This design comes from an exercise in tuning for small area on the open sky130 flow, not from production work.
At most, simulation tests tie the RTL to the original design; equivalence was not proved.
Power is estimated from default activity; no workload was simulated.

==> build 28: inputs <==
## calc1
module calc1 (
  input  logic        c_clk,
  input  logic        reset,
  input  logic [3:0]  req1_cmd_in,
  input  logic [3:0]  req2_cmd_in,
  input  logic [3:0]  req3_cmd_in,
  input  logic [3:0]  req4_cmd_in,
  input  logic [31:0] req1_data_in,
  input  logic [31:0] req2_data_in,
  input  logic [31:0] req3_data_in,
  input  logic [31:0] req4_data_in,
  output logic [1:0]  out_resp1,
  output logic [1:0]  out_resp2,
  output logic [1:0]  out_resp3,
  output logic [1:0]  out_resp4,
  output logic [31:0] out_data1,
  output logic [31:0] out_data2,
  output logic [31:0] out_data3,
  output logic [31:0] out_data4
);
  calc1_channel u_ch1 (
    .c_clk  (c_clk),
    .reset  (reset),
    .cmd_i  (req1_cmd_in),
    .data_i (req1_data_in),
    .resp_o (out_resp1),
    .data_o (out_data1)
  );
  calc1_channel u_ch2 (
    .c_clk  (c_clk),
    .reset  (reset),
    .cmd_i  (req2_cmd_in),
    .data_i (req2_data_in),
    .resp_o (out_resp2),
    .data_o (out_data2)
  );
  calc1_channel u_ch3 (
    .c_clk  (c_clk),
    .reset  (reset),
    .cmd_i  (req3_cmd_in),
    .data_i (req3_data_in),
    .resp_o (out_resp3),
    .data_o (out_data3)
  );
  calc1_channel u_ch4 (
    .c_clk  (c_clk),
    .reset  (reset),
    .cmd_i  (req4_cmd_in),
    .data_i (req4_data_in),
    .resp_o (out_resp4),
    .data_o (out_data4)
  );
endmodule
Settings: LEC_CHECK=0, CAP_MARGIN=20, CORE_MARGIN=2, CORE_UTILIZATION=40, SLEW_MARGIN=20, SYNTH_HIERARCHICAL=1; clock period 5.0 ns.
standard.sh (not shown) runs the stock make flow with config.mk's settings and CLKGATE_MAP_FILE= SYNTH_SCRIPT=/design/flow/synth_recipe.tcl, a recipe that flattens the netlist after the stock synthesis.
==> flow/flow/run.sh <==
#!/bin/bash
# Standard ORFS layout with two changes:
#  - synthesis may not pick the larger drive strengths of the simple gates the datapath's
#    one-gate modules map to (placement and timing repair later still may), and
#  - ports are buffered with buf_1 instead of the default buffer.
set -euo pipefail
PLAT=$FLOW_HOME/platforms/$FLOW_PLATFORM
LIB=$PLAT/lib/sky130_fd_sc_hd__tt_025C_1v80.lib
BASE=$(sed -n '/^export DONT_USE_CELLS/,/^#/p' $PLAT/config.mk | grep -o 'sky130_fd_sc_hd__[a-z0-9_]*' | tr '\n' ' ')
EXTRA=""
for c in inv a21boi a21oi a22oi a222oi a22o and4bb o22ai o21ai nand2 nand3 or3 nor2 xor2 xnor2 ha a21o; do
  for s in 2 4 8; do
    if grep -q "cell (\"sky130_fd_sc_hd__${c}_$s\")" $LIB; then EXTRA="$EXTRA sky130_fd_sc_hd__${c}_$s"; fi
  done
done
CTS="-sink_clustering_enable -repair_clock_nets -buf_list sky130_fd_sc_hd__clkbuf_8 -sink_clustering_size 30 -sink_clustering_max_diameter 100 -dont_use_dummy_load"
bash standard.sh "DONT_USE_CELLS=$BASE $EXTRA" synth > synth.log 2>&1
bash standard.sh "BUFFER_PORTS_ARGS=-buffer_cell sky130_fd_sc_hd__buf_1" "CTS_ARGS=$CTS" finish > layout.log 2>&1
==> inputs of trial 76, as changes to build 28 <==
CORE_UTILIZATION = 80   (was 40)
==> inputs of trial 41, as changes to build 28 <==
CORE_UTILIZATION = 65   (was 40)
==> comparison table <==
item	build 28	trial 41	trial 76
Status	complete, no violations	complete, no violations	complete, no violations
Share of cell area taken by flip-flops and latches	0.165	0.168	0.169
Final instance area	18700 um2	18300 um2	18200 um2
Worst max-slew margin expressed relative to the limit	0.375	0.353	0.381
Origin of the worst min-delay path	req4_data_in[24]	u_ch3.st_q[1]	u_ch3.st_q[1]
First-pass GRT wire length	100000 um	94500 um	89700 um
Cell Count Post-Placement	2950	2740	2670
Standard-cell row count	75	59	53
Classification of the worst-slack hold path	in2reg	reg2reg	reg2reg
Tot GR Track Use	0.285	0.410	0.483
Layout Nets	2632	2626	2616
Area of the multi-input gates	13100 um2	13100 um2	13100 um2
Worst vdd rail ir drop	437 uV	587 uV	703 uV
Launching element of the worst setup path	req4_data_in[0]	req1_data_in[0]	req4_data_in[0]
Number of global-route vias before repair	17726	17923	18114
Met1 Track Usage GR	0.383	0.550	0.619
Met2 track demand over resource in global routing	0.454	0.645	0.735
Uppermost metal layer occupied by signal nets	met5	met4	met4
Number of filler cells placed in the layout	4469	2264	1288
Layout overhead on the synthesized area	8.52%	6.62%	5.98%


==> quartz <==
calc1, a different RTL version from the one above (not shown whole).
==> flow/design.v (excerpt) <==
module calc1 (
  input  logic        c_clk,
  input  logic        reset,
  input  logic [3:0]  req1_cmd_in,
  input  logic [3:0]  req2_cmd_in,
  input  logic [3:0]  req3_cmd_in,
  input  logic [3:0]  req4_cmd_in,
  input  logic [31:0] req1_data_in,
  input  logic [31:0] req2_data_in,
  input  logic [31:0] req3_data_in,
  input  logic [31:0] req4_data_in,
  output logic [1:0]  out_resp1,
  output logic [1:0]  out_resp2,
  output logic [1:0]  out_resp3,
  output logic [1:0]  out_resp4,
  output logic [31:0] out_data1,
  output logic [31:0] out_data2,
  output logic [31:0] out_data3,
  output logic [31:0] out_data4
);
  calc1_channel u_ch1 (
    .c_clk  (c_clk),
    .reset  (reset),
    .cmd_i  (req1_cmd_in),
    .data_i (req1_data_in),
    .resp_o (out_resp1),
    .data_o (out_data1)
  );
  calc1_channel u_ch2 (
    .c_clk  (c_clk),
    .reset  (reset),
    .cmd_i  (req2_cmd_in),
    .data_i (req2_data_in),
    .resp_o (out_resp2),
    .data_o (out_data2)
  );
  calc1_channel u_ch3 (
    .c_clk  (c_clk),
    .reset  (reset),
    .cmd_i  (req3_cmd_in),
    .data_i (req3_data_in),
    .resp_o (out_resp3),
    .data_o (out_data3)
  );
  calc1_channel u_ch4 (
    .c_clk  (c_clk),
    .reset  (reset),
    .cmd_i  (req4_cmd_in),
    .data_i (req4_data_in),
    .resp_o (out_resp4),
    .data_o (out_data4)
  );
endmodule
==> flow/config.mk <==
export PLATFORM = sky130hd
export DESIGN_NAME = calc1
export DESIGN_NICKNAME = calc1
export VERILOG_FILES = /design/flow/design.v
export SDC_FILE = /design/flow/constraint.sdc
export NUM_CORES = 4
export LEC_CHECK = 0
export CAP_MARGIN = 20
export CORE_MARGIN = 2
export CORE_UTILIZATION = 40
export SLEW_MARGIN = 20
export SYNTH_HIERARCHICAL = 1
==> flow/constraint.sdc <==
create_clock -name core_clock -period 5.0 [get_ports {c_clk}]
set_input_delay 1.0000 -clock core_clock [delete_from_list [all_inputs] [get_ports {c_clk}]]
set_output_delay 1.0000 -clock core_clock [all_outputs]
set_load 0.01 [all_outputs]
==> flow/flow/run.sh <==
#!/bin/bash
# Standard ORFS layout with two changes:
#  - synthesis may not pick the larger drive strengths of the simple gates the datapath's
#    one-gate modules map to (placement and timing repair later still may), and
#  - ports are buffered with buf_1 instead of the default buffer.
set -euo pipefail
PLAT=$FLOW_HOME/platforms/$FLOW_PLATFORM
LIB=$PLAT/lib/sky130_fd_sc_hd__tt_025C_1v80.lib
BASE=$(sed -n '/^export DONT_USE_CELLS/,/^#/p' $PLAT/config.mk | grep -o 'sky130_fd_sc_hd__[a-z0-9_]*' | tr '\n' ' ')
EXTRA=""
for c in a21boi a21oi a22oi a222oi a22o and4bb o22ai o21ai nand2 nand3 nor2 xor2 xnor2 ha a21o; do
  for s in 2 4 8; do
    if grep -q "cell (\"sky130_fd_sc_hd__${c}_$s\")" $LIB; then EXTRA="$EXTRA sky130_fd_sc_hd__${c}_$s"; fi
  done
done
CTS="-sink_clustering_enable -repair_clock_nets -buf_list sky130_fd_sc_hd__clkbuf_8 -sink_clustering_size 30 -sink_clustering_max_diameter 100 -dont_use_dummy_load"
bash standard.sh "DONT_USE_CELLS=$BASE $EXTRA" synth > synth.log 2>&1
bash standard.sh "BUFFER_PORTS_ARGS=-buffer_cell sky130_fd_sc_hd__buf_1" "CTS_ARGS=$CTS" finish > layout.log 2>&1
==> fjord: changes against quartz <==
--- a/flow/design.v
+++ b/flow/design.v
@@ -83,53 +83,54 @@
   logic [2:0]        k_cmd;
   logic [2:0]        k_res;
   logic              accept;
   logic              op2;
   logic              exec;
   logic              show;
-  logic              inv;
   logic              sub;
   logic              shift;
   logic              cout;
   logic              sel_n;
   logic              sel_r;
   logic              sel_sum;
   logic              g0;
   logic              g1;
   logic              out_n;
   logic              out_r;
   logic [3:0]        sh;
   logic [3:0]        shn;
+  logic is_shr;
+  logic err;
+  assign is_shr = cmd_i == CMD_SHR;
   always_comb begin
-    case (cmd_i)
-      CMD_ADD: k_cmd = 3'b000;
-      CMD_SUB: k_cmd = 3'b001;
-      CMD_SHL: k_cmd = 3'b010;
-      CMD_SHR: k_cmd = 3'b110;
-      default: k_cmd = 3'b111;
-    endcase
+    k_cmd[2] = is_shr;
+    k_cmd[1] = !(cmd_i == CMD_ADD || cmd_i == CMD_SUB);
+    k_cmd[0] = !(cmd_i == CMD_ADD || cmd_i == CMD_SHL || cmd_i == CMD_SHR);
   end
   assign accept  = st_q[0] == st_q[1];
-  assign op2     = st_q == ST_OP2;
-  assign exec    = st_q == ST_EXEC;
-  assign show    = st_q == ST_SHOW;
-  assign inv     = k_q == 3'b111;
+  assign op2     = !st_q[1] && st_q[0];
+  assign exec    = st_q[1] && !st_q[0];
+  assign show    = st_q[1] && st_q[0];
   assign sub     = k_q[0];
   assign shift   = k_q[1];
-  assign sel_n   = accept && cmd_i != CMD_SHR;
-  assign sel_r   = accept && cmd_i == CMD_SHR;
+  assign err     = cout ^ k_q[0];
+  assign sel_n   = accept && !is_shr;
+  assign sel_r   = accept && is_shr;
   assign sel_sum = op2 && !shift;
-  assign sh      = data_i[3:0] & {4{!st_q[1]}};
-  assign shn     = ~sh;
+  logic st1_n;
+  cl_inv u_st1_n (.A(st_q[1]), .Y(st1_n));
+  for (genvar l = 0; l < 4; l++) begin : g_sh
+    cl_nand2 u_shn (.A(data_i[l]), .B(st1_n), .Y(shn[l]));
+    cl_inv   u_sh  (.A(shn[l]), .Y(sh[l]));
+  end
   assign g0      = (op2 && shift && !data_i[4]) || exec;
   assign g1      = op2 && shift && data_i[4];
   always_comb begin
-    if (inv)                      k_res = {1'b0, RESP_INVALID};
-    else if (shift)               k_res = {k_q[2], RESP_OK};
-    else if (cout ^ sub)          k_res = {1'b0, RESP_ERR};
-    else                          k_res = {1'b0, RESP_OK};
+    k_res[2] = k_q[2];
+    k_res[1] = shift ? k_q[0] : err;
+    k_res[0] = shift || !err;
   end
   logic n_xor2_0;
   cl_xor2 u_xor2_0 (.A(data_i[0]), .B(sub), .X(n_xor2_0));
   logic n_xor2_1;
   cl_xor2 u_xor2_1 (.A(data_i[1]), .B(sub), .X(n_xor2_1));
   logic n_xor2_2;
@@ -1079,13 +1080,13 @@
         ST_EXEC: st_q <= ST_SHOW;
         default: st_q <= (cmd_i != CMD_NOP) ? ST_OP2 : ST_IDLE;
       endcase
     end
   end
   assign out_n  = show && k_q[1:0] == RESP_OK && !k_q[2];
-  assign out_r  = show && k_q[1:0] == RESP_OK && k_q[2];
+  assign out_r  = show && k_q[2];
   assign resp_o = show ? k_q[1:0] : RESP_NONE;
 endmodule
 module calc1 (
   input  logic        c_clk,
   input  logic        reset,
   input  logic [3:0]  req1_cmd_in,
--- a/flow/flow/run.sh
+++ b/flow/flow/run.sh
@@ -5,13 +5,13 @@
 #  - ports are buffered with buf_1 instead of the default buffer.
 set -euo pipefail
 PLAT=$FLOW_HOME/platforms/$FLOW_PLATFORM
 LIB=$PLAT/lib/sky130_fd_sc_hd__tt_025C_1v80.lib
 BASE=$(sed -n '/^export DONT_USE_CELLS/,/^#/p' $PLAT/config.mk | grep -o 'sky130_fd_sc_hd__[a-z0-9_]*' | tr '\n' ' ')
 EXTRA=""
-for c in a21boi a21oi a22oi a222oi a22o and4bb o22ai o21ai nand2 nand3 nor2 xor2 xnor2 ha a21o; do
+for c in inv a21boi a21oi a22oi a222oi a22o and4bb o22ai o21ai nand2 nand3 nor2 xor2 xnor2 ha a21o; do
   for s in 2 4 8; do
     if grep -q "cell (\"sky130_fd_sc_hd__${c}_$s\")" $LIB; then EXTRA="$EXTRA sky130_fd_sc_hd__${c}_$s"; fi
   done
 done
 CTS="-sink_clustering_enable -repair_clock_nets -buf_list sky130_fd_sc_hd__clkbuf_8 -sink_clustering_size 30 -sink_clustering_max_diameter 100 -dont_use_dummy_load"
 bash standard.sh "DONT_USE_CELLS=$BASE $EXTRA" synth > synth.log 2>&1
==> reports/results.ini <==
[outcome]
outcome=finished clean

[pwr]
swShare=0.5730
seq_power_share=0.198
vdd.ir_drop.worst_mv=0.3674
pg_clk_uw=790

[yosys]
synth.mux.area_fraction=0

[global_routing]
gr-usage-met2=0.4554
grt_pass1_wl_um=102800
grt_max_degree=39

[setup_path]
cp-startpoint=req4_data_in[0]
r2r_slack_ps=720

[cells_and_area]
nets=2654

[floorplanning]
die_h_um=212.8

Source of the figures above: quartz

==> reports/results.ini <==
[pwr]
pg_clk_uw=775
seq_power_share=0.196
swShare=0.5717
vdd.ir_drop.worst_mv=0.3948

[cells_and_area]
nets=2604
mostFrequentLayoutCells=o22ai_1 (452), xor2_1 (288), buf_1 (281), nand2_1 (268), a22oi_1 (192)

[global_routing]
grt_max_degree=34
gr-usage-met2=0.4613

[sta]
finalMaxSlewViolations=0
hold_viol_final=0

[setup_path]
r2r_slack_ps=740
cp-startpoint=req1_data_in[0]

[floorplanning]
die_h_um=211.8

[yosys]
synth-compound-area-share=0.4313

[outcome]
outcome=finished clean

Source of the figures above: fjord

Only the layout flow was run in fjord; the RTL was not checked for function there.

[static timing again, ports no longer ideal]
No port has a modelled driver above. Below, the same layouts with a new extraction and two added sets of constraints.
Step 1 (the two cells are an assumption about what drives the block):
set clk [get_ports {c_clk}]
set_driving_cell -lib_cell sky130_fd_sc_hd__clkbuf_16 $clk
set_driving_cell -lib_cell sky130_fd_sc_hd__buf_2 [delete_from_list [all_inputs] $clk]
Step 2 adds t to the input delays and takes it off the output delays; t is the mean of the earliest and latest rising clock arrival at the registers after step 1. Input paths then give back, and output paths get back, about the clock's delay inside the block.
a / b / c = ideal / step 1 / step 2; a / b = the first two.
run | shift t [ns] | slack for setup (ns) | hold WS [ns] | worst data-port slew with drivers (ns) | cell pins on the clock port's net
build 28 | 0.611 | 0.460 / 0.476 / -0.134 | 0.741 / 0.712 / 0.743 | 0.07 | 1
trial 76 | 0.506 | 0.415 / 0.410 / -0.096 | 0.746 / 0.746 / 0.746 | 0.09 | 1
trial 41 | 0.510 | 0.490 / 0.519 / 0.008 | 0.750 / 0.750 / 0.750 | 0.10 | 1
quartz | 0.627 | 0.609 / 0.598 / -0.029 | 0.708 / 0.687 / 0.708 | 0.12 | 1
fjord | 0.609 | 0.657 / 0.684 / 0.075 | 0.751 / 0.722 / 0.766 | 0.08 | 1
Met with ideal ports but missed after step 2: setup timing in build 28, trial 76 and quartz. The setup slack of quartz, which loses most, moves by -0.011 ns with the drivers and by -0.638 ns with both steps.
